From an optimization exercise on the open Yosys and OpenROAD flow, aimed at small area, a short achievable clock period and few clock cycles per item; shortcuts taken in it are not production practice.
The RTL was checked by simulation tests, not by an equivalence proof against the original design.
Power is estimated from default activity; no workload was simulated.

## exec_stage
module exec_stage (
    input  logic                  clk,
    input  logic                  reset,
    input  logic [w_oper-1:0]     oper,
    input  logic [w_func-1:0]     func,
    input  logic [data_width-1:0] source_a,
    input  logic [data_width-1:0] source_b,
    input  logic [4:0]            cp0_addr,
    input  logic                  cp0_write,
    output logic [data_width-1:0] result,
    output logic                  ov,
    output logic                  busy,
    output logic                  timer_irq
);
    logic [data_width-1:0] cp0_rt_data;
    logic [data_width-1:0] hi;
    logic [data_width-1:0] lo;
    logic                  is_signed;
    logic                  left;
    logic [data_width-1:0] sh_in;
    logic [data_width-1:0] sh_out;
    logic [data_width-1:0] shifted;
    logic                  fill;
    logic [data_width-1:0] other;
    logic                  sel_add;
    logic                  sel_sub;
    logic                  sel_slt;
    assign is_signed = (oper == oper_alus);
    assign sel_add   = (func == func_add);
    assign sel_sub   = (func == func_sub);
    assign sel_slt   = (func == func_slt);
  ...
Size in the first run: about 4200 cells after synthesis, about 240 flip-flops, about 120 I/O pins, about 27000 um^2 of cells after synthesis.
export LEC_CHECK = 0
export ABC_AREA = 1
export CAP_MARGIN = 20
export CORE_MARGIN = 2
export CORE_UTILIZATION = 45
export SETUP_SLACK_MARGIN = 1.6
export SLEW_MARGIN = 20
export SYNTH_HIERARCHICAL = 1
export SYNTH_MINIMUM_KEEP_SIZE = 0
create_clock -name core_clock -period 7.0 [get_ports {clk}]
standard.sh (not shown) runs the stock make flow with config.mk's settings and CLKGATE_MAP_FILE= SYNTH_SCRIPT=/design/flow/synth_recipe.tcl, a recipe that flattens the netlist after the stock synthesis.
==> flow/flow/run.sh <==
#!/bin/bash
# The standard layout, with buf_4 port buffers (instead of a delay cell) and
# resizing not limited to the cell's own footprint. make's full output is in make.log.
set -euo pipefail
bash standard.sh "BUFFER_PORTS_ARGS=-buffer_cell sky130_fd_sc_hd__buf_4" MATCH_CELL_FOOTPRINT=0 finish > make.log 2>&1
The first run completed with no timing, DRC or antenna violations.
Testbench counts at the start, summed over its fixed seeds: cycles 21,169, instructions 12,000.
Next try:
--- a/flow/config.mk
+++ b/flow/config.mk
@@ -10,3 +10,3 @@
 export CORE_MARGIN = 2
-export CORE_UTILIZATION = 45
+export CORE_UTILIZATION = 40
 export SETUP_SLACK_MARGIN = 1.6
Effect: The new run passed the timing, design-rule and antenna checks. Total power climbs by 4.0%. Cell area rose by 2.1%. Cell count goes up by 2.5%. Sequential power stays flat. Die area grows by about 12%. Maximum frequency went down by 2.3%. Sequential share of layout area goes down by 0.42 points. Hold slack gets worse by 20 ps. Setup slack is worse by 130 ps. Synthesized area does not change.

========
Another version of the RTL of exec_stage (not shown whole).
Size in the first run: about 3,000 cells after synthesis, ~240 flip-flops, about 120 I/O pins.
make LEC_CHECK=0 CAP_MARGIN=20 CORE_MARGIN=2 CORE_UTILIZATION=40 GPL_TIMING_DRIVEN=0 SETUP_SLACK_MARGIN=0.8 SLEW_MARGIN=20 finish   # period 7.0 ns
run.sh (not shown) runs the stock make flow with config.mk's settings and CLKGATE_MAP_FILE= SYNTH_SCRIPT=/design/flow/synth_recipe.tcl, a recipe that flattens the netlist after the stock synthesis.
Stock flow here: none of the scripts above is used.
Testbench counts at the start, summed over its fixed seeds: cycles 21,169, instructions 12,000.
==> next run, changes <==
GPL_TIMING_DRIVEN = unset   (was 0)
SETUP_SLACK_MARGIN = unset   (was 0.8)
After rerunning: Final area went down by about 1.4%; worst hold slack is worse by 0.0064 ns; routed wire length drops by about 14%; critical path depth is higher by 3; utilization is lower by 0.69 points; sequential share of layout area rose by 0.30 points; maximum frequency is lower by about 1.2%; die area does not change; combinational power fell by about 10%; power went down by 5.3%; synthesized cell count does not change.

========
Setup of v58:
exec_stage again, from the RTL that the note above started with.
Settings: LEC_CHECK=0, CAP_MARGIN=20, CORE_MARGIN=2, CORE_UTILIZATION=60, SETUP_SLACK_MARGIN=0.8, SLEW_MARGIN=20; clock period 7.0 ns.
v58: flow completed, timing, DRC and antenna clean
Testbench counts of v58, summed over its fixed seeds: cycles 21,169, instructions 12,000.
[inputs] v27 vs v58
- swapping 60 for 40 in CORE_UTILIZATION
==> comparison <==
Every run (v58 and v27) finished clean.
Compared with v58, v27 shows a higher layout cell share with drive strength beyond 1.
Compared with v58, in v27 final cell count rose by 297; share of the clock period used by the worst path rose by 2.7 points.
v27 — relative contribution of the clock network to total power 2.6 points higher, v58 as reference
Setup fix buffers added after clock tree synthesis: v27 vs v58 up 7
| first-pass iteration count of the detailed router | v27 vs v58 | 1 higher |
From v58 to v27, flip-flop and latch area did not move at all.
In v27, met2 capacity usage during global routing is lower than in v58.
Compared with v58, v27 shows a higher first-pass GRT wire length.
[inputs] v9 vs v27
- swapping 40 for 55 in CORE_UTILIZATION
- putting ABC_AREA at 1 where nothing was set
- swapping 0.8 for 1.2 in SETUP_SLACK_MARGIN
==> flow/flow/run.sh (new file) <==
#!/bin/bash
# The standard layout, with buf_4 port buffers (instead of a delay cell) and
# resizing not limited to the cell's own footprint. make's full output is in make.log.
set -euo pipefail
bash standard.sh "BUFFER_PORTS_ARGS=-buffer_cell sky130_fd_sc_hd__buf_4" MATCH_CELL_FOOTPRINT=0 finish > make.log 2>&1
==> flow/standard.sh (new file) <==
#!/bin/bash
# synth_recipe.tcl (not shown) runs the flow's synth.tcl, then flattens the netlist and writes it again
# the make line also repeats each setting of config.mk as NAME=value (left out here)
make -C /OpenROAD-flow-scripts/flow DESIGN_CONFIG=/design/flow/config.mk WORK_HOME=/design/flow/orfs CLKGATE_MAP_FILE= SYNTH_SCRIPT=/design/flow/synth_recipe.tcl "${@:-finish}"
removed: flow/run.sh
## What came out
v9 | status: complete | timing, DRC, antenna: pass
v27 vs v9, endpoint of the most critical setup path: result[31] vs result[0]
Of v9 and v27, the run reporting the higher worst reg-to-reg path cell count was v9.
After detailed routing, v27 needs more wire than v9.
Between v9 and v27, the global-route usage is higher for v9.
From v27 to v9 the numbers moved as follows: part of the total power dissipated in the clock network decreased 1.3 points, design area shrank by about 3%, post-detailed-route via-to-cell ratio now sits lower.
### v9 -> v46
==> flow/run.sh (new file) <==
#!/bin/bash
# synth_recipe.tcl (not shown) runs the flow's synth.tcl, then flattens the netlist and writes it again
# the make line also repeats each setting of config.mk as NAME=value (left out here)
make -C /OpenROAD-flow-scripts/flow DESIGN_CONFIG=/design/flow/config.mk WORK_HOME=/design/flow/orfs CLKGATE_MAP_FILE= SYNTH_SCRIPT=/design/flow/synth_recipe.tcl finish
removed: flow/flow/run.sh
removed: flow/standard.sh
[summary]
- Worst-path cell with the longest stage delay: a221oi_2 -> v9, fa_2 -> v46
- Power: v46 vs v9 up about 2.3%
- v46 against v9: final critical delay including setup and external delays now smaller, first-pass GRT wire length now larger, via count now larger.
- From v9 to v46 the numbers moved as follows: global routing usage summed across all routing layers saw an increase; routing usage on met3 grew by 1.5 points.

==> re-timing with driven ports <==
No port has a modelled driver above. Below, the same layouts with a new extraction and two added sets of constraints. Step 1 assumes that a clkbuf_16 drives the clock port and a buf_2 every other input. Step 2 also shifts input and output timing later by t, the mid clock arrival at the registers, as if the neighbouring blocks saw the same clock. a / b / c = ideal / step 1 / step 2; a / b = the first two.
run	t (ns)	setup WS [ns]	hold WS [ns]
the first run of note 1	0.653	1.574 / 1.396 / 1.396	0.524 / 0.524 / 0.524
the second run of note 1	0.655	1.446 / 1.314 / 1.314	0.504 / 0.504 / 0.504
the first run of note 2	0.689	0.232 / 0.218 / 0.218	0.484 / 0.484 / 0.484
the second run of note 2	0.669	0.152 / 0.125 / 0.125	0.477 / 0.477 / 0.477
v58	0.639	0.721 / 0.537 / 0.537	0.470 / 0.470 / 0.470
v27	0.667	0.530 / 0.484 / 0.484	0.501 / 0.501 / 0.501
v9	0.671	0.875 / 0.714 / 0.714	0.492 / 0.492 / 0.492
v46	0.657	0.910 / 0.857 / 0.857	0.489 / 0.489 / 0.489
After both steps every run listed still meets setup and hold. For v58, which loses most, drivers alone change the setup slack by -0.184 ns; drivers and shift together by -0.184 ns.
